From an optimization exercise on the open Yosys and OpenROAD flow, aimed at small area, a short achievable clock period and few clock cycles per item; shortcuts taken in it are not production practice.
The RTL was checked by simulation tests, not by an equivalence proof against the original design.

==> 10-17: inputs <==
Design matmul_4x4_seq, start of the top module:
module matmul_4x4_seq #(
  parameter int w         = 32,
  parameter int WIDTH_OUT = 2*w+2
) (
  input  logic                        clk,
  input  logic                        rst_n,
  input  logic                        in_valid,
  output logic                        in_ready,
  input  logic signed [w-1:0]         in_data,
  output logic                        out_valid,
  input  logic                        out_ready,
  output logic signed [WIDTH_OUT-1:0] out_data,
  output logic                        out_last,
  output logic                        busy
);
clock: 12.0 ns
lec_check: 0
cap_margin: 20
core_margin: 2
core_utilization: 40
slew_margin: 20
standard.sh (not shown) runs the stock make flow with config.mk's settings and CLKGATE_MAP_FILE= SYNTH_SCRIPT=/design/flow/synth_recipe.tcl, a recipe that flattens the netlist after the stock synthesis.
==> flow/flow/run.sh <==
#!/bin/bash
set -o pipefail
export SETUP_SLACK_MARGIN=7.9
bash standard.sh > standard.log 2>&1
==> inputs of 08-15, as changes to 10-17 <==
--- a/flow/design.v
+++ b/flow/design.v
@@ -2581,29 +2581,34 @@
   logic        v1_q, ph1_q, last1_q;
   logic [65:0] s1_q [2];
   logic [65:0] c1_q [2];
   logic [65:0] s_w [2];
   logic [65:0] c_w [2];
   logic [31:0] a_q [16];
   logic [65:0] c_q [4][4];
-  logic [65:0] acc [2];                  
+  logic [65:0] acc_q [2];                
+  logic [65:0] acc_d [2];
+  logic        pend;                     
+  logic        kz_next;                  
   logic [65:0] new_c [2];
   logic [65:0] fill [4];
   logic [3:0]  row_en;
   logic        a_en, shift_all;
   assign in_hs  = in_valid && in_ready_q;
   assign out_hs = out_valid_q && out_ready;
   assign drain_left = out_valid_q && !(out_hs && out_last_q);
   assign is_b0      = e0_q[4];
-  assign go0        = v0_q && !(is_b0 && e0_q[3:0] == 4'd0 && !ph0_q && drain_left);
+  assign go0        = v0_q && !(is_b0 && e0_q[3:0] == 4'd0 && !ph0_q && out_valid_q);
   assign s0_free    = !v0_q || (go0 && (!is_b0 || ph0_q));
   assign vs_d       = s0_free ? 1'b0 : (vs_q || in_hs);
   assign d_in       = vs_q ? ds_q : in_data;
   assign e_in       = vs_q ? es_q : ecnt_q;
   assign ph_next    = s0_free ? 1'b0 : (go0 || ph0_q);
+  assign kz_next    = s0_free ? (e_in[3:2] == 2'd0) : (e0_q[3:2] == 2'd0);
+  assign pend       = v1_q && (ph1_q == ph_next);
   always_ff @(posedge clk or negedge rst_n) begin
     if (!rst_n) begin
       in_ready_q  <= 1'b1;
       ecnt_q      <= '0;
       vs_q        <= 1'b0;
       v0_q        <= 1'b0;
       ph0_q       <= 1'b0;
@@ -2671,34 +2676,34 @@
   for (genvar m = 0; m < 2; m++) begin : g_op
     logic [33:0] t_hi, t_sh, t_lo;
     assign t_hi = {{2{a_q[4*m+8][31]}}, a_q[4*m+8]} + {a_q[4*m+8][31], a_q[4*m+8], 1'b0};
     assign t_sh = {{2{a_q[4*m+1][31]}}, a_q[4*m+1]} + {a_q[4*m+1][31], a_q[4*m+1], 1'b0};
     assign t_lo = {{2{a_q[4*m][31]}},   a_q[4*m]}   + {a_q[4*m][31],   a_q[4*m],   1'b0};
     assign a_op_d[m]  = ph_next ? a_q[4*m+8] : (a_en ? a_q[4*m+1] : a_q[4*m]);
     assign a3_op_d[m] = ph_next ? t_hi : (a_en ? t_sh : t_lo);
+    assign acc_d[m]   = kz_next ? '0 :
+                        ph_next ? (pend ? c_q[m+2][1] : c_q[m+2][0]) : (pend ? c_q[m][1] : c_q[m][0]);
   end
   always_ff @(posedge clk) begin
     for (int m = 0; m < 2; m++) begin
       a_op_q[m]  <= a_op_d[m];
       a3_op_q[m] <= a3_op_d[m];
+      acc_q[m]   <= acc_d[m];
     end
   end
-  for (genvar m = 0; m < 2; m++) begin : g_accin
-    assign acc[m] = (e0_q[3:2] == 2'd0) ? '0 : (ph0_q ? c_q[m+2][0] : c_q[m][0]);
-  end
   for (genvar m = 0; m < 2; m++) begin : g_mul
     mm_mul_cs u_mul (
       .a   (a_op_q[m]),
       .a3  (a3_op_q[m]),
       .neg (neg0_q),
       .s1  (m1_q),
       .s2  (m2_q),
       .s3  (m3_q),
       .s4  (m4_q),
-      .acc (acc[m]),
+      .acc (acc_q[m]),
       .s   (s_w[m]),
       .c   (c_w[m])
     );
   end
   always_ff @(posedge clk) begin
     ph1_q   <= ph0_q;
     last1_q <= (e0_q == 5'd31) && ph0_q;
==> flow/run.sh (new file) <==
#!/bin/bash
# synth_recipe.tcl (not shown) runs the flow's synth.tcl, then flattens the netlist and writes it again
# the make line also repeats each setting of config.mk as NAME=value (left out here)
make -C /OpenROAD-flow-scripts/flow DESIGN_CONFIG=/design/flow/config.mk WORK_HOME=/design/flow/orfs CLKGATE_MAP_FILE= SYNTH_SCRIPT=/design/flow/synth_recipe.tcl finish
removed: flow/flow/run.sh
removed: flow/standard.sh
==> summary.md <==
| Metric | Value |
|---|---|
| Synth-to-Final Area Change | `16.8%` |
| Status | `timing/DRC/antenna clean` |
| Invs w/o clock | `930` |
| Fin Hold WS | `0.348 ns` |
| Worst path slowest cell | `fa_2` |
# the run above: 10-17

==> summary.md <==
| Metric | Value |
|---|---|
| Status | `timing/DRC/antenna clean` |
| Worst path slowest cell | `edfxtp_1` |
| Invs w/o clock | `972` |
| GR Overflow Total | `0` |
| Initial Utilization | `0.403` |
| Share of layout cells above drive strength 1 | `0.0772` |
| Met1 global-route usage | `0.362` |
| Synth-to-Final Area Change | `10.5%` |
| DIE HEIGHT | `570 µm` |
| Fillers | `29051` |
# the run above: 08-15

Testbench counts of 10-17, summed over its fixed seeds: cycles 3,216, jobs 64.
Testbench counts of 08-15, summed over its fixed seeds: cycles 3,272, jobs 64.

## afterwards: timing with drivers on the ports
The results above use ideal ports. As a check the final layouts listed here were re-extracted and re-timed, cells and wires unchanged. Step 1 sets driving cells, clkbuf_16 on the clock port and buf_2 on the other inputs (assumed; they add their load-dependent delay and slew). Step 2, shift: input delay + t, output delay - t, t = (earliest + latest rising clock arrival at the registers) / 2. This alone moves slack from input paths to output paths. a / b / c = no drivers / after step 1 / after step 2; a / b = the first two.
run | t, ns | slack for setup (ns) | worst slew at a driven data input, ns
10-17 | 1.008 | 7.746 / 7.746 / 7.021 | 0.17
08-15 | 1.022 | 6.919 / 6.919 / 6.030 | 0.13
After both steps every run listed still meets setup and hold. The setup slack of 08-15, which loses most, moves by 0.000 ns with the drivers and by -0.889 ns with both steps.
